This is an optimization exercise on Yosys and OpenROAD, whose aim is small area, not a production implementation.
Only simulation tests tie the RTL to the original design; equivalence was not proved.
Power is estimated from default activity; no workload was simulated.

==> run C: inputs <==
==> flow/design.v <==
package keccak_pkg;
    localparam int LANE_W = 64;
    localparam int RATE_SHAKE128 = 1344;
    localparam int RATE_SHAKE256 = 1088;
    localparam int DEPTH_SHAKE128 = RATE_SHAKE128 / LANE_W;
    localparam int DEPTH_SHAKE256 = RATE_SHAKE256 / LANE_W;
    typedef logic [1:0] mode_t;
    localparam mode_t SHAKE128_MODE = 2'b00;
    localparam mode_t SHAKE256_MODE = 2'b01;
    typedef logic [4:0]               lane_count_t;
    typedef logic [31:0]              out_size_t;
    typedef logic [31:0]              msg_len_t;
    typedef logic [RATE_SHAKE128-1:0] rate_block_t;
    localparam logic [7:0] DOMAIN_PAD = 8'h1F;
    localparam logic [7:0] FINAL_PAD  = 8'h80;
    function automatic logic [LANE_W-1:0] byte_swap(input logic [LANE_W-1:0] word);
        logic [LANE_W-1:0] swapped;
        integer i;
        for (i = 0; i < LANE_W / 8; i = i + 1) begin
            swapped[8*i +: 8] = word[LANE_W-8-8*i +: 8];
        end
        byte_swap = swapped;
    endfunction
endpackage
`timescale 1ns/1ns
module keccak_load_top #(
    parameter int W = 64
) (
    input  logic                    clk,
    input  logic                    rst_n,
    input  logic                    start,
    input  logic                    data_valid,
    input  logic [W-1:0]            data_in,
    output logic                    need_data,
    output logic                    block_valid,
    output logic                    last_block,
    output keccak_pkg::rate_block_t block_out,
    output keccak_pkg::mode_t       operation_mode,
    output keccak_pkg::out_size_t   output_size,
    output logic                    busy,
    output logic                    done
);
    logic [1:0] state;
    logic [1:0] mode_reg;
    logic [27:0] size_reg;
    logic [25:0] words_hi;
    logic        rem_nz;
    logic [2:0]  rem_bytes;
    logic        pad_pending;
    logic [4:0]  fill_cnt;
    logic [21*W-1:0] lanes;
    logic header_load, load_enable, buffer_full, last_lane, last_input_block;
    logic hi_zero, msg_done, last_word, partial_word, fresh_domain, m256;
    logic [W-1:0] word;
    assign busy        = state[0];
    assign block_valid = state[0] & state[1];
    assign done        = ~state[0] & state[1];
    assign header_load = start & ~state[0];
    assign m256        = ~mode_reg[1] & mode_reg[0];
    assign hi_zero   = (words_hi == '0);
    assign msg_done  = hi_zero & ~rem_nz;
    assign last_word = hi_zero ? rem_nz : ((words_hi == 26'd1) & ~rem_nz);
    assign need_data   = state[0] & ~state[1] & ~msg_done;
    assign load_enable = state[0] & ~state[1] & (msg_done | data_valid);
    assign last_lane   = fill_cnt[4] & (m256 | fill_cnt[2]);
    assign buffer_full = load_enable & last_lane;
    assign partial_word = last_word & (rem_bytes != 3'd0);
    assign fresh_domain = msg_done & pad_pending;
    assign last_input_block = last_lane & (~pad_pending | partial_word | fresh_domain);
    assign operation_mode = header_load ? data_in[62:61] : mode_reg;
    assign output_size    = {4'b0000, size_reg};
    always_comb begin
        for (int j = 0; j < 8; j++) begin
            logic keep, dom;
            keep = ~msg_done & (~partial_word | (3'(j) < rem_bytes));
            dom  = (j == 0) ? fresh_domain : (partial_word & (rem_bytes == 3'(j)));
            word[8*j +: 8] = (keep ? data_in[W-8-8*j +: 8] : 8'h00)
                           | (dom ? keccak_pkg::DOMAIN_PAD : 8'h00)
                           | (((j == 7) && last_input_block) ? keccak_pkg::FINAL_PAD : 8'h00);
        end
    end
    always_ff @(posedge clk or negedge rst_n) begin
        if (!rst_n) begin
            state <= 2'b00;
        end else if (state[0]) begin
            if (state[1]) state <= last_block ? 2'b10 : 2'b01;
            else if (buffer_full) state <= 2'b11;
        end else begin
            state <= start ? 2'b01 : 2'b00;
        end
    end
    always_ff @(posedge clk or negedge rst_n) begin
        if (!rst_n) begin
            last_block <= 1'b0;
            mode_reg   <= 2'b00;
            size_reg   <= '0;
        end else if (header_load) begin
            last_block <= 1'b0;
            mode_reg   <= data_in[62:61];
            size_reg   <= data_in[59:32];
        end else if (buffer_full) begin
            last_block <= last_input_block;
        end
    end
    always_ff @(posedge clk) begin
        if (header_load) begin
            words_hi    <= data_in[31:6];
            rem_nz      <= (data_in[5:0] != 6'd0);
            rem_bytes   <= data_in[5:3];
            pad_pending <= 1'b1;
            fill_cnt    <= '0;
        end else if (load_enable) begin
            if (hi_zero) rem_nz <= 1'b0;
            else words_hi <= words_hi - 1'b1;
            if (partial_word | fresh_domain) pad_pending <= 1'b0;
            fill_cnt <= last_lane ? 5'd0 : fill_cnt + 1'b1;
        end
    end
    always_ff @(posedge clk) begin
        if (load_enable) begin
            for (int k = 0; k < 20; k++) begin
                lanes[W*k +: W] <= (k == 16 && m256) ? word : lanes[W*(k+1) +: W];
            end
            lanes[W*20 +: W] <= m256 ? '0 : word;
        end
    end
    assign block_out = lanes;
endmodule
==> flow/run.sh <==
#!/bin/bash
# synth_recipe.tcl (not shown) runs the flow's synth.tcl, then flattens the netlist and writes it again
# the make line also repeats each setting of config.mk as NAME=value (left out here)
make -C /OpenROAD-flow-scripts/flow DESIGN_CONFIG=/design/flow/config.mk WORK_HOME=/design/flow/orfs CLKGATE_MAP_FILE= SYNTH_SCRIPT=/design/flow/synth_recipe.tcl finish
==> flow/config.mk <==
export PLATFORM = sky130hd
export DESIGN_NAME = keccak_load_top
export DESIGN_NICKNAME = keccak_load_top
export VERILOG_FILES = /design/flow/design.v
export SDC_FILE = /design/flow/constraint.sdc
export NUM_CORES = 4
export LEC_CHECK = 0
export CAP_MARGIN = 20
export CORE_AREA = 10 10 420 420
export DIE_AREA = 0 0 430 430
export PLACE_DENSITY = 0.7
export SLEW_MARGIN = 20
==> flow/constraint.sdc <==
create_clock -name core_clock -period 6.0 [get_ports {clk}]
set_input_delay 1.2000 -clock core_clock [delete_from_list [all_inputs] [get_ports {clk}]]
set_output_delay 1.2000 -clock core_clock [all_outputs]
set_load 0.01 [all_outputs]
==> inputs of run R, as changes to run C <==
--- a/flow/design.v
+++ b/flow/design.v
@@ -51,7 +51,6 @@
     logic [21*W-1:0] lanes;
     logic header_load, load_enable, buffer_full, last_lane, last_input_block;
     logic hi_zero, msg_done, last_word, partial_word, fresh_domain, m256;
-    logic [W-1:0] word;
     assign busy        = state[0];
     assign block_valid = state[0] & state[1];
     assign done        = ~state[0] & state[1];
@@ -69,14 +68,20 @@
     assign last_input_block = last_lane & (~pad_pending | partial_word | fresh_domain);
     assign operation_mode = header_load ? data_in[62:61] : mode_reg;
     assign output_size    = {4'b0000, size_reg};
+    logic [W-1:0] in16, in20;
     always_comb begin
         for (int j = 0; j < 8; j++) begin
             logic keep, dom;
+            logic [7:0] pad;
             keep = ~msg_done & (~partial_word | (3'(j) < rem_bytes));
             dom  = (j == 0) ? fresh_domain : (partial_word & (rem_bytes == 3'(j)));
-            word[8*j +: 8] = (keep ? data_in[W-8-8*j +: 8] : 8'h00)
-                           | (dom ? keccak_pkg::DOMAIN_PAD : 8'h00)
-                           | (((j == 7) && last_input_block) ? keccak_pkg::FINAL_PAD : 8'h00);
+            pad  = (dom ? keccak_pkg::DOMAIN_PAD : 8'h00)
+                 | (((j == 7) && last_input_block) ? keccak_pkg::FINAL_PAD : 8'h00);
+            in16[8*j +: 8] = ({8{keep & m256}} & data_in[W-8-8*j +: 8])
+                           | ({8{~m256}} & lanes[W*17 + 8*j +: 8])
+                           | ({8{m256}} & pad);
+            in20[8*j +: 8] = ({8{keep & ~m256}} & data_in[W-8-8*j +: 8])
+                           | ({8{~m256}} & pad);
         end
     end
     always_ff @(posedge clk or negedge rst_n) begin
@@ -117,11 +122,14 @@
         end
     end
     always_ff @(posedge clk) begin
+        lanes[0 +: W] <= lanes[W +: W];
+    end
+    always_ff @(posedge clk) begin
         if (load_enable) begin
-            for (int k = 0; k < 20; k++) begin
-                lanes[W*k +: W] <= (k == 16 && m256) ? word : lanes[W*(k+1) +: W];
+            for (int k = 1; k < 20; k++) begin
+                lanes[W*k +: W] <= (k == 16) ? in16 : lanes[W*(k+1) +: W];
             end
-            lanes[W*20 +: W] <= m256 ? '0 : word;
+            lanes[W*20 +: W] <= in20;
         end
     end
     assign block_out = lanes;
==> flow/flow/run.sh (new file) <==
#!/bin/bash
# Standard ORFS layout (the standard.sh, standard synthesis unchanged) with three changes:
#  - the port buffers on every input and output use the smallest buffer, buf_1, instead of
#    the resizer's default pick (clkdlybuf4s50_1);
#  - pins may sit one routing track apart instead of two, so that all 1451 ports fit on the
#    edge of the smaller die set in config.mk;
#  - clock tree synthesis clusters up to 15 flip-flops within 50 um per clkbuf_8 leaf buffer
#    and inserts no dummy loads, instead of one clkbuf_16 per ~10 flip-flops plus dummy loads.
# The full make output goes to standard_flow.log; ORFS keeps each step's log under orfs/logs.
set -euo pipefail
export BUFFER_PORTS_ARGS="-buffer_cell sky130_fd_sc_hd__buf_1"
export PLACE_PINS_ARGS="-min_distance 1 -min_distance_in_tracks"
export CTS_ARGS="-sink_clustering_enable -repair_clock_nets -dont_use_dummy_load -sink_clustering_size 15 -sink_clustering_max_diameter 50 -buf_list sky130_fd_sc_hd__clkbuf_8"
bash standard.sh > standard_flow.log 2>&1
==> flow/standard.sh (new file) <==
#!/bin/bash
# synth_recipe.tcl (not shown) runs the flow's synth.tcl, then flattens the netlist and writes it again
# the make line also repeats each setting of config.mk as NAME=value (left out here)
make -C /OpenROAD-flow-scripts/flow DESIGN_CONFIG=/design/flow/config.mk WORK_HOME=/design/flow/orfs CLKGATE_MAP_FILE= SYNTH_SCRIPT=/design/flow/synth_recipe.tcl "${@:-finish}"
--- a/flow/config.mk
+++ b/flow/config.mk
@@ -6,7 +6,7 @@
 export NUM_CORES = 4
 export LEC_CHECK = 0
 export CAP_MARGIN = 20
-export CORE_AREA = 10 10 420 420
-export DIE_AREA = 0 0 430 430
+export CORE_AREA = 10 10 310 310
+export DIE_AREA = 0 0 320 320
 export PLACE_DENSITY = 0.7
 export SLEW_MARGIN = 20
removed: flow/run.sh
==> inputs of run K, as changes to run C <==
--- a/flow/design.v
+++ b/flow/design.v
@@ -51,7 +51,6 @@
     logic [21*W-1:0] lanes;
     logic header_load, load_enable, buffer_full, last_lane, last_input_block;
     logic hi_zero, msg_done, last_word, partial_word, fresh_domain, m256;
-    logic [W-1:0] word;
     assign busy        = state[0];
     assign block_valid = state[0] & state[1];
     assign done        = ~state[0] & state[1];
@@ -69,14 +68,20 @@
     assign last_input_block = last_lane & (~pad_pending | partial_word | fresh_domain);
     assign operation_mode = header_load ? data_in[62:61] : mode_reg;
     assign output_size    = {4'b0000, size_reg};
+    logic [W-1:0] in16, in20;
     always_comb begin
         for (int j = 0; j < 8; j++) begin
             logic keep, dom;
+            logic [7:0] pad;
             keep = ~msg_done & (~partial_word | (3'(j) < rem_bytes));
             dom  = (j == 0) ? fresh_domain : (partial_word & (rem_bytes == 3'(j)));
-            word[8*j +: 8] = (keep ? data_in[W-8-8*j +: 8] : 8'h00)
-                           | (dom ? keccak_pkg::DOMAIN_PAD : 8'h00)
-                           | (((j == 7) && last_input_block) ? keccak_pkg::FINAL_PAD : 8'h00);
+            pad  = (dom ? keccak_pkg::DOMAIN_PAD : 8'h00)
+                 | (((j == 7) && last_input_block) ? keccak_pkg::FINAL_PAD : 8'h00);
+            in16[8*j +: 8] = ({8{keep & m256}} & data_in[W-8-8*j +: 8])
+                           | ({8{~m256}} & lanes[W*17 + 8*j +: 8])
+                           | ({8{m256}} & pad);
+            in20[8*j +: 8] = ({8{keep & ~m256}} & data_in[W-8-8*j +: 8])
+                           | ({8{~m256}} & pad);
         end
     end
     always_ff @(posedge clk or negedge rst_n) begin
@@ -117,11 +122,14 @@
         end
     end
     always_ff @(posedge clk) begin
+        lanes[0 +: W] <= lanes[W +: W];
+    end
+    always_ff @(posedge clk) begin
         if (load_enable) begin
-            for (int k = 0; k < 20; k++) begin
-                lanes[W*k +: W] <= (k == 16 && m256) ? word : lanes[W*(k+1) +: W];
+            for (int k = 1; k < 20; k++) begin
+                lanes[W*k +: W] <= (k == 16) ? in16 : lanes[W*(k+1) +: W];
             end
-            lanes[W*20 +: W] <= m256 ? '0 : word;
+            lanes[W*20 +: W] <= in20;
         end
     end
     assign block_out = lanes;
==> flow/flow/run.sh (new file) <==
#!/bin/bash
# Standard ORFS layout (the standard.sh, standard synthesis unchanged) with two changes:
#  - the port buffers on every input and output use the smallest buffer, buf_1, instead of
#    the resizer's default pick (clkdlybuf4s50_1);
#  - clock tree synthesis clusters up to 15 flip-flops within 50 um per clkbuf_8 leaf buffer and inserts no
#    dummy loads, instead of one clkbuf_16 per ~10 flip-flops plus dummy loads.
set -euo pipefail
export BUFFER_PORTS_ARGS="-buffer_cell sky130_fd_sc_hd__buf_1"
export CTS_ARGS="-sink_clustering_enable -repair_clock_nets -dont_use_dummy_load -sink_clustering_size 15 -sink_clustering_max_diameter 50 -buf_list sky130_fd_sc_hd__clkbuf_8"
bash standard.sh > standard_flow.log 2>&1
==> flow/standard.sh (new file) <==
#!/bin/bash
# synth_recipe.tcl (not shown) runs the flow's synth.tcl, then flattens the netlist and writes it again
# the make line also repeats each setting of config.mk as NAME=value (left out here)
make -C /OpenROAD-flow-scripts/flow DESIGN_CONFIG=/design/flow/config.mk WORK_HOME=/design/flow/orfs CLKGATE_MAP_FILE= SYNTH_SCRIPT=/design/flow/synth_recipe.tcl "${@:-finish}"
removed: flow/run.sh
==> inputs of run F, as changes to run C <==
--- a/flow/design.v
+++ b/flow/design.v
@@ -51,7 +51,6 @@
     logic [21*W-1:0] lanes;
     logic header_load, load_enable, buffer_full, last_lane, last_input_block;
     logic hi_zero, msg_done, last_word, partial_word, fresh_domain, m256;
-    logic [W-1:0] word;
     assign busy        = state[0];
     assign block_valid = state[0] & state[1];
     assign done        = ~state[0] & state[1];
@@ -69,14 +68,20 @@
     assign last_input_block = last_lane & (~pad_pending | partial_word | fresh_domain);
     assign operation_mode = header_load ? data_in[62:61] : mode_reg;
     assign output_size    = {4'b0000, size_reg};
+    logic [W-1:0] in16, in20;
     always_comb begin
         for (int j = 0; j < 8; j++) begin
             logic keep, dom;
+            logic [7:0] pad;
             keep = ~msg_done & (~partial_word | (3'(j) < rem_bytes));
             dom  = (j == 0) ? fresh_domain : (partial_word & (rem_bytes == 3'(j)));
-            word[8*j +: 8] = (keep ? data_in[W-8-8*j +: 8] : 8'h00)
-                           | (dom ? keccak_pkg::DOMAIN_PAD : 8'h00)
-                           | (((j == 7) && last_input_block) ? keccak_pkg::FINAL_PAD : 8'h00);
+            pad  = (dom ? keccak_pkg::DOMAIN_PAD : 8'h00)
+                 | (((j == 7) && last_input_block) ? keccak_pkg::FINAL_PAD : 8'h00);
+            in16[8*j +: 8] = ({8{keep & m256}} & data_in[W-8-8*j +: 8])
+                           | ({8{~m256}} & lanes[W*17 + 8*j +: 8])
+                           | ({8{m256}} & pad);
+            in20[8*j +: 8] = ({8{keep & ~m256}} & data_in[W-8-8*j +: 8])
+                           | ({8{~m256}} & pad);
         end
     end
     always_ff @(posedge clk or negedge rst_n) begin
@@ -117,11 +122,14 @@
         end
     end
     always_ff @(posedge clk) begin
+        lanes[0 +: W] <= lanes[W +: W];
+    end
+    always_ff @(posedge clk) begin
         if (load_enable) begin
-            for (int k = 0; k < 20; k++) begin
-                lanes[W*k +: W] <= (k == 16 && m256) ? word : lanes[W*(k+1) +: W];
+            for (int k = 1; k < 20; k++) begin
+                lanes[W*k +: W] <= (k == 16) ? in16 : lanes[W*(k+1) +: W];
             end
-            lanes[W*20 +: W] <= m256 ? '0 : word;
+            lanes[W*20 +: W] <= in20;
         end
     end
     assign block_out = lanes;
==> flow/flow/run.sh (new file) <==
#!/bin/bash
# Standard ORFS layout (the standard.sh, standard synthesis unchanged) with three changes:
#  - the port buffers on every input and output use the smallest buffer, buf_1, instead of
#    the resizer's default pick (clkdlybuf4s50_1);
#  - pins may sit one routing track apart instead of two, so that all 1451 ports fit on the
#    edge of the smaller die set in config.mk;
#  - clock tree synthesis clusters up to 18 flip-flops within 55 um per clkbuf_8 leaf buffer
#    and inserts no dummy loads, instead of one clkbuf_16 per ~10 flip-flops plus dummy loads.
# The full make output goes to standard_flow.log; ORFS keeps each step's log under orfs/logs.
set -euo pipefail
export BUFFER_PORTS_ARGS="-buffer_cell sky130_fd_sc_hd__buf_1"
export PLACE_PINS_ARGS="-min_distance 1 -min_distance_in_tracks"
export CTS_ARGS="-sink_clustering_enable -repair_clock_nets -dont_use_dummy_load -sink_clustering_size 18 -sink_clustering_max_diameter 55 -buf_list sky130_fd_sc_hd__clkbuf_8"
bash standard.sh > standard_flow.log 2>&1
==> flow/standard.sh (new file) <==
#!/bin/bash
# synth_recipe.tcl (not shown) runs the flow's synth.tcl, then flattens the netlist and writes it again
# the make line also repeats each setting of config.mk as NAME=value (left out here)
make -C /OpenROAD-flow-scripts/flow DESIGN_CONFIG=/design/flow/config.mk WORK_HOME=/design/flow/orfs CLKGATE_MAP_FILE= SYNTH_SCRIPT=/design/flow/synth_recipe.tcl "${@:-finish}"
--- a/flow/config.mk
+++ b/flow/config.mk
@@ -6,7 +6,7 @@
 export NUM_CORES = 4
 export LEC_CHECK = 0
 export CAP_MARGIN = 20
-export CORE_AREA = 10 10 420 420
-export DIE_AREA = 0 0 430 430
+export CORE_AREA = 10 10 310 310
+export DIE_AREA = 0 0 320 320
 export PLACE_DENSITY = 0.7
 export SLEW_MARGIN = 20
removed: flow/run.sh
==> summary.txt <==
Total GRT Usage: run F 28.9%; run K 20.7%; run R 29.2%; run C 20.8%
Buffering stage count on the worst path with inverters included: run F 1; run K 1; run R 1; run C 3
R2R Path Start: run F words_hi[18]; run K words_hi[19]; run R words_hi[18]; run C words_hi[4]
Placed cells: run F 4,539; run K 5,582; run R 4,539; run C 5,667
Post-route design area: run F 53,200 um2; run K 55,000 um2; run R 53,300 um2; run C 67,900 um2
Top layer used by detailed routing: run F met5; run K met4; run R met5; run C met5
Fraction of power consumed by combinational cells: run F 24.4%; run K 22.4%; run R 24.3%; run C 23.5%
Share of the synthesized area in the top cell type: run F 88.0%; run K 88.0%; run R 88.0%; run C 90.9%
Outcome: run F timing/DRC/antenna clean; run K timing/DRC/antenna clean; run R timing/DRC/antenna clean; run C timing/DRC/antenna clean
Number of placement rows: run F 109; run K 150; run R 109; run C 150
Met3 routed wirelength: run F 18,900 um; run K 22,200 um; run R 18,700 um; run C 24,000 um
Fraction of synthesized cell area in xor and xnor cells: run F 0.431%; run K 0.431%; run R 0.431%; run C 0.444%
Number of logic inverters in the finished layout: run F 4; run K 4; run R 4; run C 7
Antenna violations before repair: run F 14; run K 28; run R 12; run C 19
Proportion of cell area spent on the clock network: run F 2.74%; run K 3.58%; run R 3.07%; run C 7.39%
Peak clock frequency supported by timing: run F 226 MHz; run K 214 MHz; run R 226 MHz; run C 227 MHz

## re-timing with driven ports
No port has a modelled driver above. Below, the same layouts with a new extraction and two added sets of constraints.
Step 1: set_driving_cell puts a clkbuf_16 on clk and a buf_2 on each other input, an assumption about the parent block.
Step 2 times the ports against the registers' clock, not the clock port: input delays grow and output delays shrink by t, the midpoint of the rising clock arrivals with the driver on.
Slacks: ideal / step 1 / step 2; pairs: ideal / step 1.
run	t, ns	slack for setup (ns)	latest minus earliest clock arrival (ns)
run C	0.881	1.599 / 1.567 / 1.567	0.030 / 0.030
run R	0.839	1.568 / 1.505 / 1.960	0.091 / 0.091
run K	0.920	1.318 / 1.235 / 2.039	0.137 / 0.137
run F	0.818	1.577 / 1.513 / 2.005	0.085 / 0.085
After both steps every run listed still meets setup and hold. The setup slack of run C, which loses most, moves by -0.032 ns with the drivers and by -0.032 ns with both steps.
